Context: an optimization exercise on an open-source flow, tuned for small area, a short achievable clock period and few clock cycles per item. The choices shown serve that exercise and are no tape-out recipe.
No run shown here included a check of the RTL's function; only the layout flow was run.
Power figures rest on the tool's default switching activity, not on a simulated workload.

## flow/design.v (module list and top-level ports; edited modules follow where they fit)
// module booth_enc: 50 lines
// module mul_tree1: 884 lines
// module mul_tree2: 278 lines
// module ooo_top: 250 lines
module ooo_top (
   input  wire         clock,
   input  wire         reset,
   input  wire         dispatch_valid,
   input  wire  [2:0]  dispatch_op,
   input  wire  [3:0]  dispatch_rd,
   input  wire  [3:0]  dispatch_rs1,
   input  wire  [3:0]  dispatch_rs2,
   input  wire  [15:0] dispatch_imm,
   output logic        dispatch_ready,
   output logic        commit_valid,
   output logic [3:0]  commit_rd,
   output logic [31:0] commit_value
);
  // ...
==> flow/run.sh <==
#!/bin/bash
# synth_recipe.tcl (not shown) runs the flow's synth.tcl, then flattens the netlist and writes it again
# the make line also repeats each setting of config.mk as NAME=value (left out here)
make -C /OpenROAD-flow-scripts/flow DESIGN_CONFIG=/design/flow/config.mk WORK_HOME=/design/flow/orfs CLKGATE_MAP_FILE= SYNTH_SCRIPT=/design/flow/synth_recipe.tcl finish
==> flow/config.mk <==
export PLATFORM = sky130hd
export DESIGN_NAME = ooo_top
export DESIGN_NICKNAME = ooo_top
export VERILOG_FILES = /design/flow/design.v
export SDC_FILE = /design/flow/constraint.sdc
export NUM_CORES = 4
export LEC_CHECK = 0
export CAP_MARGIN = 20
export CORE_MARGIN = 2
export CORE_UTILIZATION = 40
export PLACE_DENSITY = 0.5
export SETUP_SLACK_MARGIN = 5
export SLEW_MARGIN = 20
export TNS_END_PERCENT = 0
==> flow/constraint.sdc <==
create_clock -name core_clock -period 8.0 [get_ports {clock}]
set_input_delay 1.6000 -clock core_clock [delete_from_list [all_inputs] [get_ports {clock}]]
set_output_delay 1.6000 -clock core_clock [all_outputs]
set_load 0.01 [all_outputs]
==> summary.txt, run 1 <==
outcome -> complete, no violations
layout cells sized above 1 -> 13.2%
Yosys reg bits -> 888
top cells by count, synth -> 543 x edfxtp_1, 466 x xnor2_1, 428 x nor2_1, 345 x dfxtp_1, 311 x xor2_1
worst skew pair latency -> 0.76 ns
RSZ-0062 raised after global routing -> true
critical path, cell by cell -> maj3_1 > xor2_1 > xnor2_1 > fa_1 > or2_4 > a31oi_1 > nor2_1 > o21ai_1 > nand2_2 > o22ai_4 > a31oi_4 > buf_12 > buf_4 > a211o_1 > and2_1 > o221ai_1 > nand3_1 > xor2_1
Nets -> 5158
placed cell count -> 6680
sequential cells -> 888
busiest grt layer -> met2
fin cells -> 6900
R2R cell count -> 18
Worst setup SP type -> flip-flop
fraction of area in multi-input gates -> 46.4%
async set or reset register ratio after synthesis -> 0%
die extent in x -> 365 um
GRT overflow -> 0
most frequent cells in the layout -> 543 x edfxtp_1, 463 x xnor2_1, 424 x nor2_1, 318 x dfxtp_1, 311 x xor2_1
worst setup path startpoint -> m_mid[9]
sequential share of power -> 46.1%
Post-Synthesis Cells -> 5125
WL per Instance -> 29.9 um
first-pass GRT wire length -> 293 mm
Clock Skews -> 0.0606 ns
Final Max Slew Viols -> 0
Setup CP Type -> flip-flop to flip-flop
hold slack final -> 0.393 ns
multi-input logic area -> 27300 um2
register area -> 23300 um2
Internal Dissipation -> 0.00828 W
Slew HR -> 28.2%
Buf+Inv Stages, Crit Path -> 2
==> module ooo_top, before the edit <==
module ooo_top (
   input  wire         clock,
   input  wire         reset,
   input  wire         dispatch_valid,
   input  wire  [2:0]  dispatch_op,
   input  wire  [3:0]  dispatch_rd,
   input  wire  [3:0]  dispatch_rs1,
   input  wire  [3:0]  dispatch_rs2,
   input  wire  [15:0] dispatch_imm,
   output logic        dispatch_ready,
   output logic        commit_valid,
   output logic [3:0]  commit_rd,
   output logic [31:0] commit_value
);
   localparam logic [2:0] op_li  = 3'd0;
   localparam logic [2:0] op_add = 3'd1;
   localparam logic [2:0] op_sub = 3'd2;
   localparam logic [2:0] op_and = 3'd3;
   localparam logic [2:0] op_xor = 3'd4;
   localparam logic [2:0] op_mul = 3'd5;
   localparam int         mid_w  = ooo_pkg::mid_w;
   logic [31:0]      rf [16];
   logic [15:0]      rf_set;
   logic             f_valid;
   logic [2:0]       f_op;
   logic [3:0]       f_rd;
   logic [3:0]       f_rs1;
   logic [3:0]       f_rs2;
   logic [15:0]      f_imm;
   logic             ready_q;     
   logic             d_valid;
   logic             d_sub;       
   logic             d_sel_sum;   
   logic             d_sel_and;
   logic             d_sel_xor;
   logic             d_mul;
   logic [3:0]       d_rd;
   logic [31:0]      d_a;
   logic [31:0]      d_b;         
   logic [15:0]      d_one, d_two, d_neg;    
   logic             d_a_m, d_b_m, d_a_w, d_b_w;
   logic             d_ma_m, d_mb_m, d_ma_w, d_mb_w;
   logic             h_a_m, h_b_m, h_a_w, h_b_w;
   logic             h_ma_m, h_mb_m, h_ma_w, h_mb_w;
   logic             m_valid;
   logic             m_mul;
   logic [3:0]       m_rd;
   logic [mid_w-1:0] m_mid;
   logic             w_valid;
   logic [3:0]       w_rd;
   logic [31:0]      w_val;
   logic             stall;
   logic             take;
   logic             uses;
   logic             f_mul;
   logic             f_sub;
   logic             a_d, b_d, a_m, b_m, a_w, b_w;
   logic             ready_next;
   logic [31:0]      rd_a, rd_b;
   logic [15:0]      rd_one, rd_two, rd_neg;
   logic [15:0]      m_one, m_two, m_neg;
   logic [15:0]      w_one, w_two, w_neg;
   logic [15:0]      x_one, x_two, x_neg;
   logic [31:0]      m_row0;
   logic [31:0]      xa, xb, ma;
   logic [31:0]      sum;
   logic [31:0]      and_ab;
   logic [31:0]      row0;
   logic [mid_w-1:0] tree_mid;
   logic [mid_w-1:0] x_mid;
   logic [31:0]      m_s, m_c;
   logic [31:0]      w_next;
   assign m_row0 = m_mid[31:0];
   function automatic logic [31:0] add32(input logic [31:0] a, input logic [31:0] b,
                                         input logic [31:0] g, input logic cin);
      logic [31:0] gg;
      logic [31:0] pp;
      logic [31:0] ng;
      logic [31:0] np;
      logic [31:0] c;
      gg    = g;
      pp    = a | b;
      gg[0] = g[0] | (pp[0] & cin);
      for (int l = 0; l < 5; l++) begin
         for (int i = 0; i < 32; i++) begin
            if (i >= (1 << l)) begin
               ng[i] = gg[i] | (pp[i] & gg[i - (1 << l)]);
               np[i] = pp[i] & pp[i - (1 << l)];
            end else begin
               ng[i] = gg[i];
               np[i] = pp[i];
            end
         end
         gg = ng;
         pp = np;
      end
      c = {gg[30:0], cin};
      add32 = (a ^ c) ^ b;
   endfunction
   assign stall = f_valid && uses && d_valid && d_mul && (f_rs1 == d_rd || f_rs2 == d_rd);
   assign take           = !stall;
   assign dispatch_ready = ready_q;
   assign ready_next = !(!stall && f_valid && f_mul && dispatch_valid &&
                         dispatch_op != op_li &&
                         (dispatch_rs1 == f_rd || dispatch_rs2 == f_rd));
   always_ff @(posedge clock) begin
      if (reset) begin
         f_valid <= 1'b0;
         ready_q <= 1'b1;
      end else begin
         ready_q <= ready_next;
         if (take) begin
            f_valid <= dispatch_valid;
            f_op    <= dispatch_op;
            f_rd    <= dispatch_rd;
            f_rs1   <= dispatch_rs1;
            f_rs2   <= dispatch_rs2;
            f_imm   <= dispatch_imm;
         end
      end
   end
   assign uses  = (f_op != op_li);
   assign f_mul = (f_op == op_mul);
   assign f_sub = (f_op == op_sub);
   assign a_d = uses && d_valid && (f_rs1 == d_rd);
   assign b_d = uses && d_valid && (f_rs2 == d_rd);
   assign a_m = uses && m_valid && (f_rs1 == m_rd);
   assign b_m = uses && m_valid && (f_rs2 == m_rd);
   assign a_w = w_valid && (f_rs1 == w_rd);
   assign b_w = w_valid && (f_rs2 == w_rd);
   always_comb begin
      rd_a = '0;
      rd_b = '0;
      for (int r = 0; r < 16; r++) begin
         rd_a = rd_a | ({32{rf_set[r] && f_rs1 == r}} & rf[r]);
         rd_b = rd_b | ({32{rf_set[r] && f_rs2 == r}} & rf[r]);
      end
      if (a_w) rd_a = w_val;
      if (b_w) rd_b = w_val;
      if (!uses) rd_a = {{16{f_imm[15]}}, f_imm};
      if (!uses) rd_b = '0;
   end
   booth_enc i_rd_enc (.b(rd_b), .one(rd_one), .two(rd_two), .neg(rd_neg));
   always_ff @(posedge clock) begin
      if (reset) begin
         d_valid <= 1'b0;
      end else begin
         d_valid <= f_valid && !stall;
      end
      d_sub     <= f_sub;
      d_sel_sum <= !(f_op == op_and || f_op == op_xor || f_mul);
      d_sel_and <= (f_op == op_and);
      d_sel_xor <= (f_op == op_xor);
      d_mul     <= f_mul;
      d_rd      <= f_rd;
      d_a       <= rd_a;
      d_b       <= rd_b ^ {32{f_sub}};
      d_one     <= rd_one;
      d_two     <= rd_two;
      d_neg     <= rd_neg;
      d_a_m     <= !f_mul && a_d;
      d_b_m     <= !f_mul && b_d;
      d_a_w     <= !f_mul && !a_d && a_m;
      d_b_w     <= !f_mul && !b_d && b_m;
      d_ma_m    <= f_mul && a_d;
      d_mb_m    <= f_mul && b_d;
      d_ma_w    <= f_mul && !a_d && a_m;
      d_mb_w    <= f_mul && !b_d && b_m;
   end
   always_ff @(posedge clock) begin
      if (reset) begin
         h_a_m  <= 1'b0;
         h_b_m  <= 1'b0;
         h_a_w  <= 1'b0;
         h_b_w  <= 1'b0;
         h_ma_m <= 1'b0;
         h_mb_m <= 1'b0;
         h_ma_w <= 1'b0;
         h_mb_w <= 1'b0;
      end else begin
         h_a_m  <= !f_mul && a_d;
         h_b_m  <= !f_mul && b_d;
         h_a_w  <= !f_mul && !a_d && a_m;
         h_b_w  <= !f_mul && !b_d && b_m;
         h_ma_m <= f_mul && a_d;
         h_mb_m <= f_mul && b_d;
         h_ma_w <= f_mul && !a_d && a_m;
         h_mb_w <= f_mul && !b_d && b_m;
      end
   end
   assign xa[15:0]  = d_a_m ? m_row0[15:0] : (d_a_w ? w_val[15:0] : d_a[15:0]);
   assign xa[31:16] = h_a_m ? m_row0[31:16] : (h_a_w ? w_val[31:16] : d_a[31:16]);
   assign xb[15:0]  = d_b_m ? (m_row0[15:0] ^ {16{d_sub}}) :
                      (d_b_w ? (w_val[15:0] ^ {16{d_sub}}) : d_b[15:0]);
   assign xb[31:16] = h_b_m ? (m_row0[31:16] ^ {16{d_sub}}) :
                      (h_b_w ? (w_val[31:16] ^ {16{d_sub}}) : d_b[31:16]);
   assign ma[15:0]  = d_ma_m ? m_row0[15:0] : (d_ma_w ? w_val[15:0] : d_a[15:0]);
   assign ma[31:16] = h_ma_m ? m_row0[31:16] : (h_ma_w ? w_val[31:16] : d_a[31:16]);
   booth_enc i_m_enc (.b(m_row0), .one(m_one), .two(m_two), .neg(m_neg));
   booth_enc i_w_enc (.b(w_val), .one(w_one), .two(w_two), .neg(w_neg));
   assign x_one[7:0]  = d_mb_m ? m_one[7:0] : (d_mb_w ? w_one[7:0] : d_one[7:0]);
   assign x_two[7:0]  = d_mb_m ? m_two[7:0] : (d_mb_w ? w_two[7:0] : d_two[7:0]);
   assign x_neg[7:0]  = d_mb_m ? m_neg[7:0] : (d_mb_w ? w_neg[7:0] : d_neg[7:0]);
   assign x_one[15:8] = h_mb_m ? m_one[15:8] : (h_mb_w ? w_one[15:8] : d_one[15:8]);
   assign x_two[15:8] = h_mb_m ? m_two[15:8] : (h_mb_w ? w_two[15:8] : d_two[15:8]);
   assign x_neg[15:8] = h_mb_m ? m_neg[15:8] : (h_mb_w ? w_neg[15:8] : d_neg[15:8]);
   assign and_ab = xa & xb;
   assign sum    = add32(xa, xb, and_ab & ~{32{d_sel_xor}}, d_sub);
   mul_tree1 i_mul_tree1 (.a(ma), .one(x_one), .two(x_two), .neg(x_neg), .mid(tree_mid));
   assign row0 = ({32{d_sel_sum || d_sel_xor}} & sum)
               | ({32{d_sel_and}}  & and_ab)
               | ({32{d_mul}}      & tree_mid[31:0]);
   assign x_mid = {tree_mid[mid_w-1:32] & {(mid_w-32){d_mul}}, row0};
   always_ff @(posedge clock) begin
      if (reset) begin
         m_valid <= 1'b0;
      end else begin
         m_valid <= d_valid;
      end
      m_mul <= d_mul;
      m_rd  <= d_rd;
      m_mid <= x_mid;
   end
   mul_tree2 i_mul_tree2 (.mid(m_mid), .s(m_s), .c(m_c));
   assign w_next = add32(m_s, m_c, m_s & m_c, 1'b0);
   always_ff @(posedge clock) begin
      if (reset) begin
         w_valid <= 1'b0;
      end else begin
         w_valid <= m_valid;
      end
      w_rd  <= m_rd;
      w_val <= w_next;
   end
   always_ff @(posedge clock) begin
      if (reset) begin
         rf_set <= '0;
      end else if (w_valid) begin
         rf_set[w_rd] <= 1'b1;
      end
   end
   always_ff @(posedge clock) begin
      if (w_valid) begin
         rf[w_rd] <= w_val;
      end
   end
   assign commit_valid = w_valid;
   assign commit_rd    = w_rd;
   assign commit_value = w_val;
endmodule
==> run 2, diff against run 1 <==
--- a/flow/design.v
+++ b/flow/design.v
@@ -1267,6 +1267,7 @@
    logic             m_mul;
    logic [3:0]       m_rd;
    logic [mid_w-1:0] m_mid;
+   logic [31:0]      m_alu;       
    logic             w_valid;
    logic [3:0]       w_rd;
    logic [31:0]      w_val;
@@ -1282,42 +1283,14 @@
    logic [15:0]      m_one, m_two, m_neg;
    logic [15:0]      w_one, w_two, w_neg;
    logic [15:0]      x_one, x_two, x_neg;
-   logic [31:0]      m_row0;
    logic [31:0]      xa, xb, ma;
-   logic [31:0]      sum;
-   logic [31:0]      and_ab;
+   logic [32:0]      sum;
    logic [31:0]      row0;
+   logic [31:0]      alu;
    logic [mid_w-1:0] tree_mid;
    logic [mid_w-1:0] x_mid;
    logic [31:0]      m_s, m_c;
    logic [31:0]      w_next;
-   assign m_row0 = m_mid[31:0];
-   function automatic logic [31:0] add32(input logic [31:0] a, input logic [31:0] b,
-                                         input logic [31:0] g, input logic cin);
-      logic [31:0] gg;
-      logic [31:0] pp;
-      logic [31:0] ng;
-      logic [31:0] np;
-      logic [31:0] c;
-      gg    = g;
-      pp    = a | b;
-      gg[0] = g[0] | (pp[0] & cin);
-      for (int l = 0; l < 5; l++) begin
-         for (int i = 0; i < 32; i++) begin
-            if (i >= (1 << l)) begin
-               ng[i] = gg[i] | (pp[i] & gg[i - (1 << l)]);
-               np[i] = pp[i] & pp[i - (1 << l)];
-            end else begin
-               ng[i] = gg[i];
-               np[i] = pp[i];
-            end
-         end
-         gg = ng;
-         pp = np;
-      end
-      c = {gg[30:0], cin};
-      add32 = (a ^ c) ^ b;
-   endfunction
    assign stall = f_valid && uses && d_valid && d_mul && (f_rs1 == d_rd || f_rs2 == d_rd);
    assign take           = !stall;
    assign dispatch_ready = ready_q;
@@ -1409,15 +1382,15 @@
          h_mb_w <= f_mul && !b_d && b_m;
       end
    end
-   assign xa[15:0]  = d_a_m ? m_row0[15:0] : (d_a_w ? w_val[15:0] : d_a[15:0]);
-   assign xa[31:16] = h_a_m ? m_row0[31:16] : (h_a_w ? w_val[31:16] : d_a[31:16]);
-   assign xb[15:0]  = d_b_m ? (m_row0[15:0] ^ {16{d_sub}}) :
+   assign xa[15:0]  = d_a_m ? m_alu[15:0] : (d_a_w ? w_val[15:0] : d_a[15:0]);
+   assign xa[31:16] = h_a_m ? m_alu[31:16] : (h_a_w ? w_val[31:16] : d_a[31:16]);
+   assign xb[15:0]  = d_b_m ? (m_alu[15:0] ^ {16{d_sub}}) :
                       (d_b_w ? (w_val[15:0] ^ {16{d_sub}}) : d_b[15:0]);
-   assign xb[31:16] = h_b_m ? (m_row0[31:16] ^ {16{d_sub}}) :
+   assign xb[31:16] = h_b_m ? (m_alu[31:16] ^ {16{d_sub}}) :
                       (h_b_w ? (w_val[31:16] ^ {16{d_sub}}) : d_b[31:16]);
-   assign ma[15:0]  = d_ma_m ? m_row0[15:0] : (d_ma_w ? w_val[15:0] : d_a[15:0]);
-   assign ma[31:16] = h_ma_m ? m_row0[31:16] : (h_ma_w ? w_val[31:16] : d_a[31:16]);
-   booth_enc i_m_enc (.b(m_row0), .one(m_one), .two(m_two), .neg(m_neg));
+   assign ma[15:0]  = d_ma_m ? m_alu[15:0] : (d_ma_w ? w_val[15:0] : d_a[15:0]);
+   assign ma[31:16] = h_ma_m ? m_alu[31:16] : (h_ma_w ? w_val[31:16] : d_a[31:16]);
+   booth_enc i_m_enc (.b(m_alu), .one(m_one), .two(m_two), .neg(m_neg));
    booth_enc i_w_enc (.b(w_val), .one(w_one), .two(w_two), .neg(w_neg));
    assign x_one[7:0]  = d_mb_m ? m_one[7:0] : (d_mb_w ? w_one[7:0] : d_one[7:0]);
    assign x_two[7:0]  = d_mb_m ? m_two[7:0] : (d_mb_w ? w_two[7:0] : d_two[7:0]);
@@ -1425,12 +1398,12 @@
    assign x_one[15:8] = h_mb_m ? m_one[15:8] : (h_mb_w ? w_one[15:8] : d_one[15:8]);
    assign x_two[15:8] = h_mb_m ? m_two[15:8] : (h_mb_w ? w_two[15:8] : d_two[15:8]);
    assign x_neg[15:8] = h_mb_m ? m_neg[15:8] : (h_mb_w ? w_neg[15:8] : d_neg[15:8]);
-   assign and_ab = xa & xb;
-   assign sum    = add32(xa, xb, and_ab & ~{32{d_sel_xor}}, d_sub);
+   assign sum = {xa, 1'b1} + {xb, d_sub};
    mul_tree1 i_mul_tree1 (.a(ma), .one(x_one), .two(x_two), .neg(x_neg), .mid(tree_mid));
-   assign row0 = ({32{d_sel_sum || d_sel_xor}} & sum)
-               | ({32{d_sel_and}}  & and_ab)
-               | ({32{d_mul}}      & tree_mid[31:0]);
+   assign alu  = ({32{d_sel_sum}}  & sum[32:1])
+               | ({32{d_sel_and}}  & (xa & xb))
+               | ({32{d_sel_xor}}  & (xa ^ xb));
+   assign row0 = alu | ({32{d_mul}} & tree_mid[31:0]);
    assign x_mid = {tree_mid[mid_w-1:32] & {(mid_w-32){d_mul}}, row0};
    always_ff @(posedge clock) begin
       if (reset) begin
@@ -1441,9 +1414,10 @@
       m_mul <= d_mul;
       m_rd  <= d_rd;
       m_mid <= x_mid;
+      m_alu <= alu;
    end
    mul_tree2 i_mul_tree2 (.mid(m_mid), .s(m_s), .c(m_c));
-   assign w_next = add32(m_s, m_c, m_s & m_c, 1'b0);
+   assign w_next = m_s + m_c;
    always_ff @(posedge clock) begin
       if (reset) begin
          w_valid <= 1'b0;
--- a/flow/config.mk
+++ b/flow/config.mk
@@ -8,6 +8,8 @@
 export CAP_MARGIN = 20
 export CORE_MARGIN = 2
 export CORE_UTILIZATION = 40
+export CTS_CLUSTER_DIAMETER = 80
+export CTS_CLUSTER_SIZE = 25
 export PLACE_DENSITY = 0.5
 export SETUP_SLACK_MARGIN = 5
 export SLEW_MARGIN = 20
==> run 2 against run 1 <==
Against the previous run:
- still clean on timing, DRC and antenna
- die area is essentially flat
- fmax shrank 5.2%
- combinational power grew 11%
- non-clock buffer count shrank 26
- via count shrank 1.3%
- largest power group unchanged
==> summary.txt, run 2 <==
outcome -> complete, no violations (unchanged)
final hold viol count -> 0 (unchanged)
Synth top area share -> 31.2% (was 31.3%)
initial core utilization -> 40.3% (about the same)
Die Y-Extent -> 365 um (about the same)
die extent in x -> 365 um (about the same)
nature of the critical path endpoint -> flip-flop (unchanged)
Slew HR -> 23.5% (was 28.2%)
WL final -> 205 mm (was 206 mm)
worst flop-to-flop path startpoint -> m_mid[9] (unchanged)
Via Count -> 42400 (was 43000)
synthesized area per cell -> 10.1 um2 (was 10.2 um2)
first-pass GRT wire length -> 293 mm (about the same)
Seq/Total Area, Yosys -> 45.7% (was 44.5%)
initial antenna violation count -> 2 (was 4)
R2R Setup Slk -> 3.75 ns (was 3.97 ns)
Nets -> 5163 (was 5158)
CTS hold repair buffers -> 0 (unchanged)
clock root buffer -> clkbuf_16 (unchanged)
Sw Ratio -> 28.6% (was 26.1%)
RSZ-0062 raised after global routing -> true (unchanged)
Largest register FFs -> 512 (unchanged)
Port-buffer cells -> 71 (unchanged)
Setup CP Type -> flip-flop to flip-flop (unchanged)
DRT Pass-1 Iters -> 6 (unchanged)
DIE AREA -> 133000 um2 (about the same)
Yosys reg bits -> 920 (was 888)
crit path DAT -> 4.87 ns (was 4.62 ns)
CTS Buf Count -> 56 (was 103)
R2R cell count -> 17 (was 18)
Max stage delay on crit path -> 0.56 ns (was 0.50 ns)
DR vias/cell -> 6.23 (about the same)
H-tree levels -> 2 (was 3)
layout overhead on the synthesized area -> 9.48% (was 12.9%)
final worst-path cycle share -> 53.1% (was 50.4%)
post-synth top area cell -> edfxtp_1 (unchanged)
sequential share of power -> 54.4% (was 46.1%)
critical path endpoint -> w_val[31] (was w_val[24])
number of flops mapped to enable cells by yosys -> 543 (unchanged)
layout cells sized above 1 -> 10.1% (was 13.2%)
Synthesized Nets -> 5292 (was 5209)
max_cap viols -> 0 (unchanged)
Final Max Slew Viols -> 0 (unchanged)
commonest non-fill, non-tap cell in the layout -> edfxtp_1 (unchanged)
Synth warnings -> 1 (unchanged)
Mapped Area -> 52200 um2 (about the same)
Post-Place Worst Slack -> 2.43 ns (was 3.11 ns)
FILL cells -> 12400 (was 12300)
drt drc -> 0 (unchanged)
Top-Level Pins -> 72 (unchanged)
Routability Congestion -> 0.872 (was 0.916)
top cells by count, synth -> 543 x edfxtp_1, 420 x xnor2_1, 401 x nor2_1, 377 x dfxtp_1, 325 x xor2_1 (was 543 x edfxtp_1, 466 x xnor2_1, 428 x nor2_1, 345 x dfxtp_1, 311 x xor2_1)
Primary FF master, synth -> edfxtp_1 (unchanged)
most flop-heavy register -> rf (unchanged)
Max FO, Critical Path -> 7 (was 12)
final setup vio count -> 0 (unchanged)
core region area -> 129000 um2 (unchanged)
top post-synthesis cells by area -> edfxtp_1 31%, dfxtp_1 14%, xnor2_1 7.0% (was edfxtp_1 31%, dfxtp_1 13%, xnor2_1 7.8%)
largest net degree at the start of global routing -> 67 (was 68)
CP Data Required Time -> 8.62 ns (was 8.59 ns)
largest registers -> rf x512, m_mid x147 (unchanged)
Post-Synthesis Cells -> 5146 (was 5125)
vias in the first global route -> 41200 (was 41500)
Yosys cell types -> 77 (was 95)
worst setup path startpoint -> m_mid[9] (unchanged)
Worst-path clk slew -> 0.10 ns (was 0.06 ns)
Worst setup SP type -> flip-flop (unchanged)
Max IR drop VDD -> 0.163 mV (was 0.175 mV)
most common cell in the netlist -> edfxtp_1 (unchanged)
fmax -> 235 MHz (was 248 MHz)
LEAKAGE -> 19.4 nW (was 19.0 nW)
Comb pwr share -> 11.9% (was 9.4%)
R2R Path End -> w_val[31] (was w_val[24])
Clk network pwr share -> 33.7% (was 44.5%)
clk sinks -> 920 (was 888)
Hold Path Class -> flip-flop to flip-flop (unchanged)
setup ws final -> 3.75 ns (was 3.97 ns)
Fin Setup TNS -> 0 ns (unchanged)
DR iter-0 viols -> 5545 (was 5530)
Internal Dissipation -> 0.00705 W (was 0.00828 W)
Net Switching -> 0.00282 W (was 0.00293 W)
async set or reset register ratio after synthesis -> 0% (unchanged)
most frequent cells in the layout -> 543 x edfxtp_1, 410 x xnor2_1, 386 x nor2_1, 365 x dfxtp_1, 325 x xor2_1 (was 543 x edfxtp_1, 463 x xnor2_1, 424 x nor2_1, 318 x dfxtp_1, 311 x xor2_1)
Detailed Place HPWL -> 122 mm (was 126 mm)
register area -> 23900 um2 (was 23300 um2)
worst skew pair latency -> 0.73 ns (was 0.76 ns)
slowest CP cell -> fa_1 (unchanged)
Final min period -> 4.25 ns (was 4.03 ns)
Clock Skews -> 0.0568 ns (was 0.0606 ns)
critical path, cell by cell -> maj3_2 > xor2_1 > xnor2_1 > fa_1 > inv_1 > ha_4 > a21o_1 > a21oi_2 > a22oi_1 > a21o_2 > a221o_1 > o21a_4 > nor2_4 > o21ai_2 > or4_4 > a31oi_4 > xnor2_2 (was maj3_1 > xor2_1 > xnor2_1 > fa_1 > or2_4 > a31oi_1 > nor2_1 > o21ai_1 > nand2_2 > o22ai_4 > a31oi_4 > buf_12 > buf_4 > a211o_1 > and2_1 > o221ai_1 > nand3_1 > xor2_1)
worst slew pin tran -> 1.13 ns (was 1.08 ns)
clock buffer depth -> 3 (unchanged)
fin util -> 44.1% (was 45.5%)
TritonCTS clock tree -> yes (unchanged)
multi-input logic area -> 26600 um2 (was 27300 um2)
GRT Total Usage -> 30.2% (about the same)
Power Dens Cells -> 173 nW/um2 (was 190 nW/um2)
GRT overflow -> 0 (unchanged)
Post-DRT Antenna Nets -> 0 (unchanged)
Rows -> 132 (unchanged)
WL per Instance -> 30.1 um (was 29.9 um)
-- run 2: cell count changes after synthesis, sizes merged, moves of 27 or more --
cell	before	now
a21o	9	73
a21oi	223	263
a22o	119	149
and2	65	35
buf	157	130
clkbuf	269	301
dfxtp	345	377
ha	29	90
inv	74	138
maj3	161	134
nor2	431	401
nor2b	67	23
xnor2	480	426
-- run 2: worst max-delay path: cells and delay by family, from the launching register on --
kind / cells / cell delay [ns]
compound gates: 8 / 1.55
fa+ha+maj: 3 / 1.13
simple gates: 2 / 0.55
xor+xnor: 3 / 0.44
flops: 1 / 0.38
buf+inv: 1 / 0.08
-- run 2: layout make-up --
cell class              count  share of cell area (%)
diodes                      1                 0.00438
clock buffers              70                    2.58
clock inverters            35                   0.736
inverters                 140                   0.922
multi-input cells        3655                    46.5
flip-flops and latches    920                    41.8
well taps                1742                    3.82
repair buffers            244                    3.60
-- run 2: logic make-up after synthesis --
group                      count (synthesis)  synth area share, %
xor gates and xnor gates                 760                 13.1
muxes                                     99                 2.07
adders and majority gates                246                 5.62
buffers and inverters                    571                 4.52
AOI/OAI and AO/OA                       1551                 20.2
and+or+nand+nor                          999                 8.85
DFF                                      920                 45.7
-- run 2: repair_timing --
action / in CTS / in global routing
pin swaps: 17 / 9
endpoints found under the setup margin: 293 / 333
setup buffers: 7 / 5
gates resized for setup: 48 / 28
-- run 2: worst min path at each step --
stage,start,endpoint,slack (ns),cells past startpoint
finish,m_rd[3],w_rd[3],0.39,0
global route,m_rd[3],w_rd[3],0.40,0
CTS,m_rd[3],w_rd[3],0.39,0
detailed placement,m_rd[3],w_rd[3],0.38,0
global placement,m_rd[0],w_rd[0],0.38,0
floorplan,d_rd[0],m_rd[0],0.37,0
-- run 2: power by group through the flow --
stage               combinational [W]  sequential [W]  clock, W
floorplan                    0.000658         0.00544         0
finish                        0.00117         0.00537   0.00333
global placement              0.00115         0.00548         0
global route                  0.00126         0.00538   0.00354
detailed placement            0.00115         0.00548         0
CTS                           0.00116         0.00537   0.00338
-- run 2: stage by stage --
| stage | power (W) | area, um2 | instances | hold WS [ns] |
|---|---|---|---|---|
| 3_5_place_dp | 0.00663 | 54800 | 6689 | 0.381 |
| 5_1_grt | 0.0102 | 57100 | 6806 | 0.400 |
| 3_3_place_gp | 0.00662 | 54800 | 6689 | 0.380 |
| 6_report | 0.00987 | 57100 | 6807 | 0.388 |
| 2_1_floorplan | 0.00610 | 52300 | 5146 | 0.373 |
| 4_1_cts | 0.00991 | 57000 | 6801 | 0.391 |
-- run 2: metal layers --
metal	GRT usage (%)	wire length [um]	up-vias
met2	48.1	92300	2273
met4	11.1	8560	4
met5	0	66	-
li1	-	-	18700
met1	40.7	85500	21000
met3	5.55	18700	429

==> what the ideal ports hide <==
In the flow no input, the clock included, has a driving cell. The finished layouts below were timed again as built, in two steps. Step 1 assumes that a clkbuf_16 drives the clock port and a buf_2 every other input. Step 2 times the ports against the registers' clock, not the clock port: input delays grow and output delays shrink by t, the midpoint of the rising clock arrivals with the driver on. Three values: ideal ports, drivers, drivers and shift; two values: the first two.
run	t, ns	setup slack, ns	worst slew at a driven data input, ns
run 1	0.795	3.969 / 3.969 / 3.969	0.09
run 2	0.776	3.749 / 3.749 / 3.749	0.06
After both steps setup and hold are still met in every run listed.
